What follows belongs to an exercise in optimizing a design on an open flow for small area, a short achievable clock period and few clock cycles per item; a production flow would make more cautious choices.
In this exercise RTL edits were held to simulation tests only and were not proved equivalent to the original.

==> inputs of run a <==
==> flow/design.v (excerpt) <==
module q16_16_fixed_point_alu (
   input  logic                                 clock,
   input  logic                                 reset,
   input  logic                                 req_valid,
   output logic                                 req_ready,
   input  logic [q16_pkg::OpWidth-1:0]          req_type,
   input  logic signed [q16_pkg::DataWidth-1:0] operand_a,
   input  logic signed [q16_pkg::DataWidth-1:0] operand_b,
   output logic                                 rsp_valid,
   input  logic                                 rsp_ready,
   output logic signed [q16_pkg::DataWidth-1:0] result_value,
   output logic [q16_pkg::StatWidth-1:0]        status
);
clock: 12.0 ns
lec_check: 0
cap_margin: 20
core_margin: 2
core_utilization: 40
slew_margin: 20
run.sh (not shown) runs the stock make flow with config.mk's settings and CLKGATE_MAP_FILE= SYNTH_SCRIPT=/design/flow/synth_recipe.tcl, a recipe that flattens the netlist after the stock synthesis.
==> run b (differences from run a) <==
--- a/flow/design.v
+++ b/flow/design.v
@@ -69,66 +69,39 @@
    end
    assign f_fire    = f_valid & ~k_valid;
    assign e_adv     = ~(f_valid & k_valid);
    assign req_ready = e_adv & (~e_busy | e_done);
    assign cap       = req_valid & req_ready;
    logic [32:0] sum;
    assign sum = is_sub ? ({aq[31], aq} - {bq[31], bq}) : ({aq[31], aq} + {bq[31], bq});
-   function automatic logic [14:0] booth_enc(input logic [8:0] b9);
-      logic [10:0] bx;
-      logic [14:0] c;
-      bx = {b9[8], b9, 1'b0};
-      for (int j = 0; j < 5; j++) begin
-         c[3*j]   = bx[2*j+1] ^ bx[2*j];
-         c[3*j+1] = (bx[2*j+2] & ~bx[2*j+1] & ~bx[2*j]) | (~bx[2*j+2] & bx[2*j+1] & bx[2*j]);
-         c[3*j+2] = bx[2*j+2] & ~(bx[2*j+1] & bx[2*j]);
-      end
-      booth_enc = c;
-   endfunction
+   logic [7:0]         mbyte;
+   logic signed [8:0]  mb9;
+   logic signed [40:0] mprod;
+   logic [63:0]        macc, mnext;
+   always_comb begin
+      case (e_cnt[1:0])
+         2'd0: mbyte = bq[7:0];
+         2'd1: mbyte = bq[15:8];
+         2'd2: mbyte = bq[23:16];
+         default: mbyte = bq[31:24];
+      endcase
+   end
+   assign mb9   = {e_first & mbyte[7], mbyte};
+   logic signed [31:0] aq_s;
+   assign aq_s  = aq;
+   assign mprod = aq_s * mb9;
+   assign macc  = e_first ? 64'd0 : S[63:0];
+   assign mnext = {macc[55:0], 8'd0} + {{23{mprod[40]}}, mprod};
    logic [1:0] mj_in;
-   logic [7:0] mtop_in, mnxt;
    always_comb begin
       if (operand_b[31:23] != {9{operand_b[31]}})      mj_in = 2'd3;
       else if (operand_b[23:15] != {9{operand_b[23]}}) mj_in = 2'd2;
       else if (operand_b[15:7] != {9{operand_b[15]}})  mj_in = 2'd1;
       else                                              mj_in = 2'd0;
-      case (mj_in)
-         2'd0: mtop_in = operand_b[7:0];
-         2'd1: mtop_in = operand_b[15:8];
-         2'd2: mtop_in = operand_b[23:16];
-         default: mtop_in = operand_b[31:24];
-      endcase
-      case (e_cnt[1:0])
-         2'd1: mnxt = bq[7:0];
-         2'd2: mnxt = bq[15:8];
-         default: mnxt = bq[23:16];
-      endcase
-   end
-   logic [14:0] mctl;
-   always_ff @(posedge clock) begin
-      if (cap)                          mctl <= booth_enc({mtop_in[7], mtop_in});
-      else if (e_busy && e_adv && is_mul) mctl <= booth_enc({1'b0, mnxt});
    end
-   logic [63:0] mrow [5];
-   logic [63:0] mneg, macc, mnext;
-   always_comb begin
-      mneg = 64'd0;
-      for (int j = 0; j < 5; j++) begin
-         logic [33:0] m, r;
-         m = mctl[3*j] ? {{2{aq[31]}}, aq} : (mctl[3*j+1] ? {aq[31], aq, 1'b0} : 34'd0);
-         r = m ^ {34{mctl[3*j+2]}};
-         mrow[j] = {30'd0, ~r[33], r[32:0]} << (2*j);
-         mneg[2*j] = mctl[3*j+2];
-      end
-   end
-   localparam logic [63:0] MK = 64'd0 - (64'd1 << 33) - (64'd1 << 35) - (64'd1 << 37)
-                                      - (64'd1 << 39) - (64'd1 << 41);
-   assign macc  = e_first ? 64'd0 : S[63:0];
-   assign mnext = {macc[55:0], 8'd0} + mrow[0] + mrow[1] + mrow[2] + mrow[3] + mrow[4]
-                  + mneg + MK;
    function automatic logic [5:0] len_sig(input logic [31:0] x);
       logic [31:0] y;
       logic [5:0]  l;
       y = x ^ {32{x[31]}};
       l = 6'd0;
       for (int i = 0; i < 32; i++) if (y[i]) l = i + 1;
       len_sig = l;
==> run summary <==
- In run a the sequential share of layout area is higher than in run b, by 1.3 points.
- Against run b, the worst setup slack of run a is better by 2.5 ns.
- Of run a and run b, run b has the higher clock-buffer cell count (gap 2).
- Against run b, the synthesized cell count of run a is larger by 5.2%.
- Between run a and run b, the lower global-route usage is in run b (gap 0.96 points).
- Against run b, the cell count of run a is larger by about 3%.
- In run b the critical path depth is higher than in run a, by 6.
- Against run b, the wire length of run a is larger by about 1.5%.
Testbench counts of run a, summed over its fixed seeds: cycles 16,071, ops 4,800.
Testbench counts of run b, summed over its fixed seeds: cycles 16,071, ops 4,800.

==> v5: inputs <==
q16_16_fixed_point_alu, a different RTL version from the one above (not shown whole).
clock: 12.0 ns
lec_check: 0
abc_area: 1
cap_margin: 20
core_margin: 2
core_utilization: 55
setup_slack_margin: 5
slew_margin: 20
==> v17 (differences from v5) <==
--- a/flow/design.v
+++ b/flow/design.v
@@ -41,32 +41,32 @@
    localparam logic [1:0] KMul  = 2'd0;    
    localparam logic [1:0] KDiv  = 2'd1;
    localparam logic [1:0] KRem  = 2'd2;
    localparam logic [1:0] KZero = 2'd3;
    logic [31:0] aq, bq;
    logic [2:0]  opq;
    logic        sbq;       
    logic        bzq;       
-   logic        e_busy, e_first, e_ovf;
+   logic        e_busy, e_first, e_ovf, e_nost;
    logic [4:0]  e_cnt;
    logic [66:0] S;         
    logic        f_valid, f_s, f_ovf, f_div0;
    logic [1:0]  f_kind;
    logic is_add, is_sub, is_mul, is_div, is_rem, is_zero, is_dr;
    assign is_add  = (opq == q16_pkg::OpAdd);
    assign is_sub  = (opq == q16_pkg::OpSub);
    assign is_mul  = (opq == q16_pkg::OpMul);
    assign is_div  = (opq == q16_pkg::OpDiv);
    assign is_rem  = (opq == q16_pkg::OpRem);
    assign is_zero = (opq[2] & (opq[1] | opq[0]));
    assign is_dr   = is_div | is_rem;
    logic e_done, e_adv, cap;
    always_comb begin
-      if (is_dr)       e_done = e_first ? bzq : (e_cnt <= 5'd1);
+      if (is_dr)       e_done = e_first ? (bzq | e_nost) : (e_cnt <= 5'd1);
       else if (is_mul) e_done = (e_cnt == 5'd0);
       else             e_done = 1'b1;
    end
    assign e_adv     = ~f_valid | rsp_ready;
    assign req_ready = e_adv & (~e_busy | e_done);
    assign cap       = req_valid & req_ready;
    logic [32:0] sum;
    assign sum = is_sub ? ({aq[31], aq} - {bq[31], bq}) : ({aq[31], aq} + {bq[31], bq});
@@ -130,18 +130,37 @@
          r = m ^ {34{mctl[3*j+2]}};
          mrow[j] = {30'd0, ~r[33], r[32:0]} << (2*j);
          mneg[2*j] = mctl[3*j+2];
       end
    end
    localparam logic [63:0] MK = 64'd0 - (64'd1 << 33) - (64'd1 << 35) - (64'd1 << 37)
                                       - (64'd1 << 39) - (64'd1 << 41);
    assign macc  = e_first ? 64'd0 : S[63:0];
-   assign mnext = {macc[55:0], 8'd0} + mrow[0] + mrow[1] + mrow[2] + mrow[3] + mrow[4]
-                  + mneg + MK;
+   function automatic logic [127:0] csa(input logic [63:0] x, input logic [63:0] y,
+                                        input logic [63:0] w);
+      logic [63:0] sm, cy;
+      sm = x ^ y ^ w;
+      cy = (x & y) | (x & w) | (y & w);
+      csa = {sm, cy[62:0], 1'b0};
+   endfunction
+   logic [63:0] mr1, mr2, mr3, mr4, mrk, ms1, mc1, ms2, mc2, ms3, mc3, ms4, mc4, ms5, mc5;
+   always_comb begin
+      mr1 = mrow[1] | {63'd0, mneg[0]};
+      mr2 = mrow[2] | {61'd0, mneg[2], 2'b00};
+      mr3 = mrow[3] | {59'd0, mneg[4], 4'b0000};
+      mr4 = mrow[4] | {57'd0, mneg[6], 6'b000000};
+      mrk = MK | {55'd0, mneg[8], 8'd0};
+      {ms1, mc1} = csa(mrow[0], mr1, mr2);
+      {ms2, mc2} = csa(mr3, mr4, {macc[55:0], 8'd0});
+      {ms3, mc3} = csa(ms1, mc1, ms2);
+      {ms4, mc4} = csa(ms3, mc3, mc2);
+      {ms5, mc5} = csa(ms4, mc4, mrk);
+   end
+   assign mnext = ms5 + mc5;
    function automatic logic [5:0] len_sig(input logic [31:0] x);
       logic [31:0] y;
       logic [5:0]  l;
       y = x ^ {32{x[31]}};
       l = 6'd0;
       for (int i = 0; i < 32; i++) if (y[i]) l = i + 1;
       len_sig = l;
    endfunction
@@ -156,75 +175,69 @@
    assign bmag = bq[31] ? (~bq + 32'd1) : bq;
    assign la   = len_sig(operand_a);
    assign lb   = len_sig(operand_b);
    logic [5:0] la_q, lb_q;
    always_comb begin
       la_s = {2'b00, la_q};
       lb_s = {2'b00, lb_q};
       sa_s = {7'd0, aq[31]};
-      z = (is_div ? 8'sd18 : 8'sd31) - la_s - sa_s + lb_s;
+      z = (is_div ? 8'sd18 : 8'sd35) - la_s - sa_s + lb_s;
       preovf = is_div & z[7];
-      if (z >= 8'sd32)      ssel = 3'd4;
-      else if (z >= 8'sd24) ssel = 3'd3;
-      else if (z >= 8'sd16) ssel = 3'd2;
-      else if (z >= 8'sd8)  ssel = 3'd1;
-      else                  ssel = 3'd0;
-      case ({preovf, is_div, ssel})
-         5'b00000: steps = 5'd16;
-         5'b00001: steps = 5'd12;
-         5'b00010: steps = 5'd8;
-         5'b00011: steps = 5'd4;
-         5'b00100: steps = 5'd0;
-         5'b01000: steps = 5'd18;
-         5'b01001: steps = 5'd14;
-         5'b01010: steps = 5'd10;
-         5'b01011: steps = 5'd6;
-         5'b01100: steps = 5'd2;
-         default:  steps = 5'd0;
+      if (z >= 8'sd36 && !is_div) ssel = 3'd6;
+      else if (z >= 8'sd30)       ssel = 3'd5;
+      else if (z >= 8'sd24)       ssel = 3'd4;
+      else if (z >= 8'sd18)       ssel = 3'd3;
+      else if (z >= 8'sd12)       ssel = 3'd2;
+      else if (z >= 8'sd6)        ssel = 3'd1;
+      else                        ssel = 3'd0;
+      case (ssel)
+         3'd0: steps = 5'd12;
+         3'd1: steps = 5'd10;
+         3'd2: steps = 5'd8;
+         3'd3: steps = 5'd6;
+         3'd4: steps = 5'd4;
+         3'd5: steps = 5'd2;
+         default: steps = 5'd0;
       endcase
+      if (preovf) steps = 5'd0;
    end
    always_comb begin
-      case ({is_div, ssel})
-         4'b0000: sinit = {35'd0, amag} << 4;
-         4'b0001: sinit = {35'd0, amag} << 12;
-         4'b0010: sinit = {35'd0, amag} << 20;
-         4'b0011: sinit = {35'd0, amag} << 28;
-         4'b0100: sinit = {35'd0, amag} << 36;
-         4'b1000: sinit = {35'd0, amag} << 17;
-         4'b1001: sinit = {35'd0, amag} << 25;
-         4'b1010: sinit = {35'd0, amag} << 33;
-         4'b1011: sinit = {35'd0, amag} << 41;
-         default: sinit = {35'd0, amag} << 49;
-      endcase
+      sinit = is_div ? ({35'd0, amag} << (17 + 6 * ssel)) : ({35'd0, amag} << (6 * ssel));
    end
-   logic [31:0] r1, r2;
-   logic [32:0] t1, t2;
-   logic        q1, q2;
-   logic [30:0] rem1, rem2;
+   logic [31:0] r1, r2, r3;
+   logic [32:0] t1, t2, t3;
+   logic        q1, q2, q3;
+   logic [30:0] rem1, rem2, rem3;
    logic [66:0] snext_div;
    assign r1   = {S[66:36], S[35]};
    assign t1   = {1'b0, r1} - {1'b0, bq};
    assign q1   = ~t1[32];
    assign rem1 = q1 ? t1[30:0] : r1[30:0];
    assign r2   = {rem1, S[34]};
    assign t2   = {1'b0, r2} - {1'b0, bq};
    assign q2   = ~t2[32];
    assign rem2 = q2 ? t2[30:0] : r2[30:0];
-   assign snext_div = {rem2, S[33:0], q1, q2};
+   assign r3   = {rem2, S[33]};
+   assign t3   = {1'b0, r3} - {1'b0, bq};
+   assign q3   = ~t3[32];
+   assign rem3 = q3 ? t3[30:0] : r3[30:0];
+   assign snext_div = {rem3, S[32:0], q1, q2, q3};
    always_ff @(posedge clock) begin
       if (cap) begin
          aq    <= a_in;
          bq    <= b_in;
          opq   <= req_type;
          sbq   <= operand_b[31];
          bzq   <= (operand_b == 32'd0);
          e_cnt <= {3'd0, mj_in};
          la_q  <= la;
          lb_q  <= lb;
+         e_nost <= (req_type == q16_pkg::OpRem) ? ({1'b0, lb} > {1'b0, la} + {6'd0, operand_a[31]}) :
+                   ({1'b0, la} + {6'd0, operand_a[31]} >= {1'b0, lb} + 7'd19);
       end else if (e_busy && e_adv) begin
          if (is_dr) begin
             if (e_first) begin
                bq    <= bmag;
                e_cnt <= steps;
                e_ovf <= preovf;
             end else if (e_cnt != 5'd0) begin
                e_cnt <= e_cnt - 5'd1;
@@ -256,17 +269,17 @@
       end else if (e_busy && e_adv) begin
          e_first <= 1'b0;
          if (e_done) e_busy <= 1'b0;
       end
    end
    always_ff @(posedge clock) begin
       if (e_busy && e_done && e_adv) begin
          f_div0 <= is_dr & bzq;
-         f_ovf  <= is_div & ~e_first & e_ovf;
+         f_ovf  <= is_div & (e_first ? e_nost : e_ovf);
          f_s    <= is_div ? (aq[31] ^ sbq) : aq[31];
          if (is_mul || is_add || is_sub) f_kind <= KMul;
          else if (is_div)                f_kind <= KDiv;
          else if (is_rem)                f_kind <= KRem;
          else                            f_kind <= KZero;
       end
    end
    always_ff @(posedge clock) begin
==> comparison table <==
| item | v17 | v5 |
|---|---|---|
| Result of the run | finished clean | finished clean |
| FF-to-FF path depth | 42 | 28 |
| Crit. Startpoint | bq[15] | S[10] |
| FF-to-FF setup slack | 4.45 ns | 5.16 ns |
| Number of rows created at floorplan | 93 | 90 |
| Fraction of layout instances using a drive strength above 1 | 10.0% | 5.44% |
| Worst-margin pin slew | 0.999 ns | 1.14 ns |
| Combined buffer and inverter count along the critical path | 8 | 2 |
| Average size of a mapped cell | 6.42 sq um | 6.65 sq um |
| Clock buffer count | 19 | 18 |
| Worst reg2reg path startpoint | bq[15] | opq[2] |
| Cell count after placement | 6392 | 5825 |
| Fraction of the mapped netlist area in simple logic gates | 25.3% | 21.7% |
| Die Ht | 260 um | 252 um |
| Count of flip-flops with a built-in enable after synthesis | 167 | 166 |
Testbench counts of v5, summed over its fixed seeds: cycles 15,166, ops 4,800.
Testbench counts of v17, summed over its fixed seeds: cycles 11,712, ops 4,800.

## what the ideal ports hide
In the flow no input, the clock included, has a driving cell. The finished layouts below were timed again as built, in two steps.
Step 1: set_driving_cell puts a clkbuf_16 on clock and a buf_2 on each other input, an assumption about the parent block.
Step 2 times the ports against the registers' clock, not the clock port: input delays grow and output delays shrink by t, the midpoint of the rising clock arrivals with the driver on.
Three values: no drivers, after step 1, after step 2; two values: the first two.
| run | t, ns | slack for setup (ns) | hold slack, ns | slew at the worst register clock pin (ns) |
|---|---|---|---|---|
| run a | 0.656 | 3.159 / 3.159 / 3.159 | 0.513 / 0.513 / 0.513 | 0.07 / 0.07 |
| run b | 0.679 | 0.636 / 0.636 / 0.636 | 0.521 / 0.521 / 0.521 | 0.07 / 0.07 |
| v5 | 0.528 | 5.150 / 5.093 / 5.067 | 0.501 / 0.501 / 0.501 | 0.08 / 0.08 |
| v17 | 0.563 | 4.452 / 4.452 / 4.452 | 0.491 / 0.491 / 0.491 | 0.08 / 0.08 |
After both steps setup and hold are still met in every run listed. The setup slack of v5, which loses most, moves by -0.057 ns with the drivers and by -0.083 ns with both steps.
